Source: an optimization exercise on an open RTL-to-GDS flow (aim: small area, a short achievable clock period and few clock cycles per item). Production flows keep margins and buffers that such runs may drop.
Only simulation tests tie the RTL to the original design; equivalence was not proved.
Power and IR drop assume default switching activity.

Design cakeField, start of the top module:
module cakeField
(
	input logic update,
	input logic rst,
	input logic step,
	input logic pixelReq,
	input logic [9:0] pixelX,
	input logic [9:0] pixelY,
	output logic pixelAck,
	output logic hitReq,
	output logic [23:0] hitMask,
	input logic hitAck
);
Size: ~130 flip-flops, about 51 I/O pins, ~7400 sq um of cells after synthesis.
==> flow/config.mk <==
export PLATFORM = sky130hd
export DESIGN_NAME = cakeField
export DESIGN_NICKNAME = cakeField
export VERILOG_FILES = /design/flow/design.v
export SDC_FILE = /design/flow/constraint.sdc
export NUM_CORES = 4
export LEC_CHECK = 0
export CAP_MARGIN = 20
export CORE_MARGIN = 2
export CORE_UTILIZATION = 40
export CTS_BUF_LIST = sky130_fd_sc_hd__clkbuf_4 sky130_fd_sc_hd__clkbuf_8
export SETUP_SLACK_MARGIN = 2.4
export SLEW_MARGIN = 20
==> flow/constraint.sdc <==
create_clock -name core_clock -period 4.5 [get_ports {update}]
set_input_delay 0.9000 -clock core_clock [delete_from_list [all_inputs] [get_ports {update}]]
set_output_delay 0.9000 -clock core_clock [all_outputs]
set_load 0.01 [all_outputs]
standard.sh (not shown) runs the stock make flow with config.mk's settings and CLKGATE_MAP_FILE= SYNTH_SCRIPT=/design/flow/synth_recipe.tcl, a recipe that flattens the netlist after the stock synthesis.
==> flow/flow/run.sh <==
#!/bin/bash
# Own layout flow: the standard flow, with the port buffers made from
# plain buffers (the standard flow picks a slow delay cell for them) and
# with the resizer free to swap a cell for one of another footprint.
# Synthesis is the standard one except that it leaves adders to ABC
# instead of mapping them to the library's full/half adder cells
# (ADDER_MAP_FILE empty); registers and their names are unchanged.
set -euo pipefail
bash standard.sh ADDER_MAP_FILE= synth > synth.log 2>&1
bash standard.sh \
	ADDER_MAP_FILE= \
	"BUFFER_PORTS_ARGS=-buffer_cell sky130_fd_sc_hd__buf_2" \
	MATCH_CELL_FOOTPRINT=0 \
	finish > layout.log 2>&1
Testbench counts at the start, summed over its fixed seeds: cycles 7,096, queries 3,072.
==> next run, changes <==
- GPL_TIMING_DRIVEN: not set -> 1
- SETUP_SLACK_MARGIN: 2.4 -> 2.2
The new run finished with timing, DRC and antenna clean.
Design area falls by a few percent.
Global-route usage falls by 0.83 points.
Power falls slightly.
Non-clock buffer count falls by 22.
Clock power stays flat.
Sequential power barely changes.
Wire length falls by a few percent.
Clock-buffer cell count rises by 4.
First-iteration DRC count falls by roughly a tenth.
==> next run, changes <==
- GPL_TIMING_DRIVEN: 1 -> not set
- SETUP_SLACK_MARGIN: 2.2 -> 2.0
Outcome: Routed wire length falls by 1.4%. Via count falls by 0.95%. Cell area fell by 1.5%. Total power went down by 0.75%. Fmax falls by 5.1%. Core utilization came out lower by 0.68 points.
==> next run, changes <==
- CORE_UTILIZATION: 40 -> 50
- SETUP_SLACK_MARGIN: 2.0 -> 2.2
Power stays flat.
Sequential power hardly moves.
Fmax rose by a few percent.
Sequential cell count is unchanged.
Count of clock-buffer cells in the layout stays the same.
Cell count shrinks by a few percent.
Non-clock buffer count came out higher by 18.
Via count goes up by a few percent.
Register-to-register slack gets better by 0.08 ns.

========
Another version of the RTL of cakeField (not shown whole).
Size: about 120 flip-flops, roughly 8000 um^2 of cells after synthesis.
clock: 4.5 ns
lec_check: 0
cap_margin: 20
core_margin: 2
core_utilization: 40
cts_buf_list: sky130_fd_sc_hd__clkbuf_4 sky130_fd_sc_hd__clkbuf_8
setup_slack_margin: 2.2
slew_margin: 20
==> flow/flow/run.sh <==
#!/bin/bash
# Own layout flow: the standard flow, with the port buffers made from
# plain buffers (the standard flow picks a slow delay cell for them) and
# with the resizer free to swap a cell for one of another footprint.
# Synthesis is the standard one, run unchanged.
set -euo pipefail
bash standard.sh synth > synth.log 2>&1
bash standard.sh \
	"BUFFER_PORTS_ARGS=-buffer_cell sky130_fd_sc_hd__buf_2" \
	MATCH_CELL_FOOTPRINT=0 \
	finish > layout.log 2>&1
The first run finished clean.
Testbench counts at the start, summed over its fixed seeds: cycles 7,096, queries 3,072.
Edit:
--- a/flow/flow/run.sh
+++ b/flow/flow/run.sh
@@ -9 +9 @@
-	"BUFFER_PORTS_ARGS=-buffer_cell sky130_fd_sc_hd__buf_2" \
+	"BUFFER_PORTS_ARGS=-buffer_cell sky130_fd_sc_hd__buf_4" \
CTS_BUF_LIST = unset   (was sky130_fd_sc_hd__clkbuf_4 sky130_fd_sc_hd__clkbuf_8)
SETUP_SLACK_MARGIN = 2.15   (was 2.2)
What happened: Combinational power increases by about 2%. Total power increases by about 11%. Global-route usage stays flat. Clock power increases by about 32%. Setup slack improved by 0.032 ns. First-iteration DRC count increases by about 12%. Synthesized area is unchanged. Routed wire length increases by 0.63%.
Edit:
--- a/flow/flow/run.sh
+++ b/flow/flow/run.sh
@@ -5 +5,2 @@
-# Synthesis is the standard one, run unchanged.
+# After global routing the resizer gives back area on gates off the
+# critical paths (RECOVER_POWER). Synthesis is the standard one, run unchanged.
@@ -10,0 +12 @@
+	RECOVER_POWER=100 \
SETUP_SLACK_MARGIN = 2.3   (was 2.15)
What happened:
- global-route usage rises by 0.35 points
- routed wire length went up by a few percent
- non-clock buffer count is higher by 10
Edit:
--- a/flow/flow/run.sh
+++ b/flow/flow/run.sh
@@ -5,2 +5 @@
-# After global routing the resizer gives back area on gates off the
-# critical paths (RECOVER_POWER). Synthesis is the standard one, run unchanged.
+# Synthesis is the standard one, run unchanged.
@@ -12 +10,0 @@
-	RECOVER_POWER=100 \
What happened: The changed run finished with timing, DRC and antenna clean; non-clock buffer count does not change; sequential cell count does not change; register-to-register slack gains 0.35 ns; total power rises slightly; area after synthesis stays the same; wire length stays flat.

========
Another version of the RTL of cakeField (not shown whole).
Size in the first run: ~1,000 cells after synthesis, ~130 flip-flops, about 51 I/O pins, roughly 9200 um^2 of cells after synthesis.
export LEC_CHECK = 0
export CAP_MARGIN = 20
export CORE_MARGIN = 2
export CORE_UTILIZATION = 40
export SLEW_MARGIN = 20
create_clock -name core_clock -period 4.5 [get_ports {update}]
run.sh (not shown) runs the stock make flow with config.mk's settings and CLKGATE_MAP_FILE= SYNTH_SCRIPT=/design/flow/synth_recipe.tcl, a recipe that flattens the netlist after the stock synthesis.
Stock flow here: none of the scripts above is used.
Testbench counts at the start, summed over its fixed seeds: cycles 6,904, queries 3,072.
Rerun with:
==> flow/flow/run.sh (new file) <==
#!/bin/bash
# Own layout flow: the standard flow, with the port buffers made from
# plain buffers (the standard flow picks a slow delay cell for them) and
# with the resizer free to swap a cell for one of another footprint.
# Synthesis is the standard one, run unchanged.
set -euo pipefail
bash standard.sh synth > synth.log 2>&1
bash standard.sh \
	"BUFFER_PORTS_ARGS=-buffer_cell sky130_fd_sc_hd__buf_4" \
	MATCH_CELL_FOOTPRINT=0 \
	finish > layout.log 2>&1
==> flow/standard.sh (new file) <==
#!/bin/bash
# synth_recipe.tcl (not shown) runs the flow's synth.tcl, then flattens the netlist and writes it again
# the make line also repeats each setting of config.mk as NAME=value (left out here)
make -C /OpenROAD-flow-scripts/flow DESIGN_CONFIG=/design/flow/config.mk WORK_HOME=/design/flow/orfs CLKGATE_MAP_FILE= SYNTH_SCRIPT=/design/flow/synth_recipe.tcl "${@:-finish}"
- SETUP_SLACK_MARGIN: unset -> 1.5
removed: flow/run.sh
Result: Via count came out higher slightly; non-clock buffer count came out lower by 4; routed wire length fell by a few percent; first-iteration DRC count rises by a few percent; maximum frequency climbs by about a fifth.
Rerun with:
- SETUP_SLACK_MARGIN: 1.5 -> 2.3
After rerunning: Sequential share of layout area drops by 1.9 points. Global-route usage climbs by 0.70 points. Total power climbs by 7.9%. Non-clock buffer count climbs by 22. Die area is unchanged. Routed wire length climbs by 6.9%. Hold slack gains 0.019 ns. Fmax climbs by 16%. Critical path depth stays the same.

-- what the ideal ports hide --
In the flow no input, the clock included, has a driving cell. The finished layouts below were timed again as built, in two steps. Step 1: set_driving_cell puts a clkbuf_16 on update and a buf_2 on each other input, an assumption about the parent block. Step 2 moves the port delays by t, midway between the first and last clock arrival at a register: inputs arrive t later, outputs are due t later. That takes back most of the time a late clock gives input paths. Slacks: ideal ports / drivers / drivers and shift; pairs: ideal ports / drivers.
run | t, ns | setup WS [ns] | worst register clock-pin slew, ns | worst slew at a driven data input, ns | pins driven straight from the clock port
the first run of note 1 | 0.498 | 2.197 / 2.197 / 2.078 | 0.08 / 0.08 | 0.04 | 1
the second run of note 1 | 0.481 | 2.242 / 2.242 / 1.902 | 0.08 / 0.08 | 0.03 | 1
the third run of note 1 | 0.477 | 2.120 / 2.120 / 1.838 | 0.08 / 0.08 | 0.03 | 1
the fourth run of note 1 | 0.481 | 2.205 / 2.205 / 1.920 | 0.08 / 0.08 | 0.03 | 1
the first run of note 2 | 0.480 | 2.212 / 2.212 / 1.814 | 0.07 / 0.07 | 0.04 | 1
the second run of note 2 | 0.461 | 2.244 / 2.244 / 1.919 | 0.06 / 0.06 | 0.04 | 1
the third run of note 2 | 0.460 | 1.442 / 1.449 / 0.989 | 0.06 / 0.06 | 0.03 | 1
the fourth run of note 2 | 0.459 | 2.275 / 2.275 / 1.955 | 0.06 / 0.06 | 0.03 | 1
the first run of note 3 | 0.463 | 1.369 / 1.386 / 0.923 | 0.06 / 0.06 | 0.04 | 1
the second run of note 3 | 0.459 | 1.883 / 1.902 / 1.443 | 0.06 / 0.06 | 0.04 | 1
the third run of note 3 | 0.465 | 2.251 / 2.253 / 1.788 | 0.06 / 0.06 | 0.06 | 1
After both steps setup and hold are still met in every run listed. For the third run of note 3, which loses most, drivers alone change the setup slack by +0.002 ns; drivers and shift together by -0.463 ns.
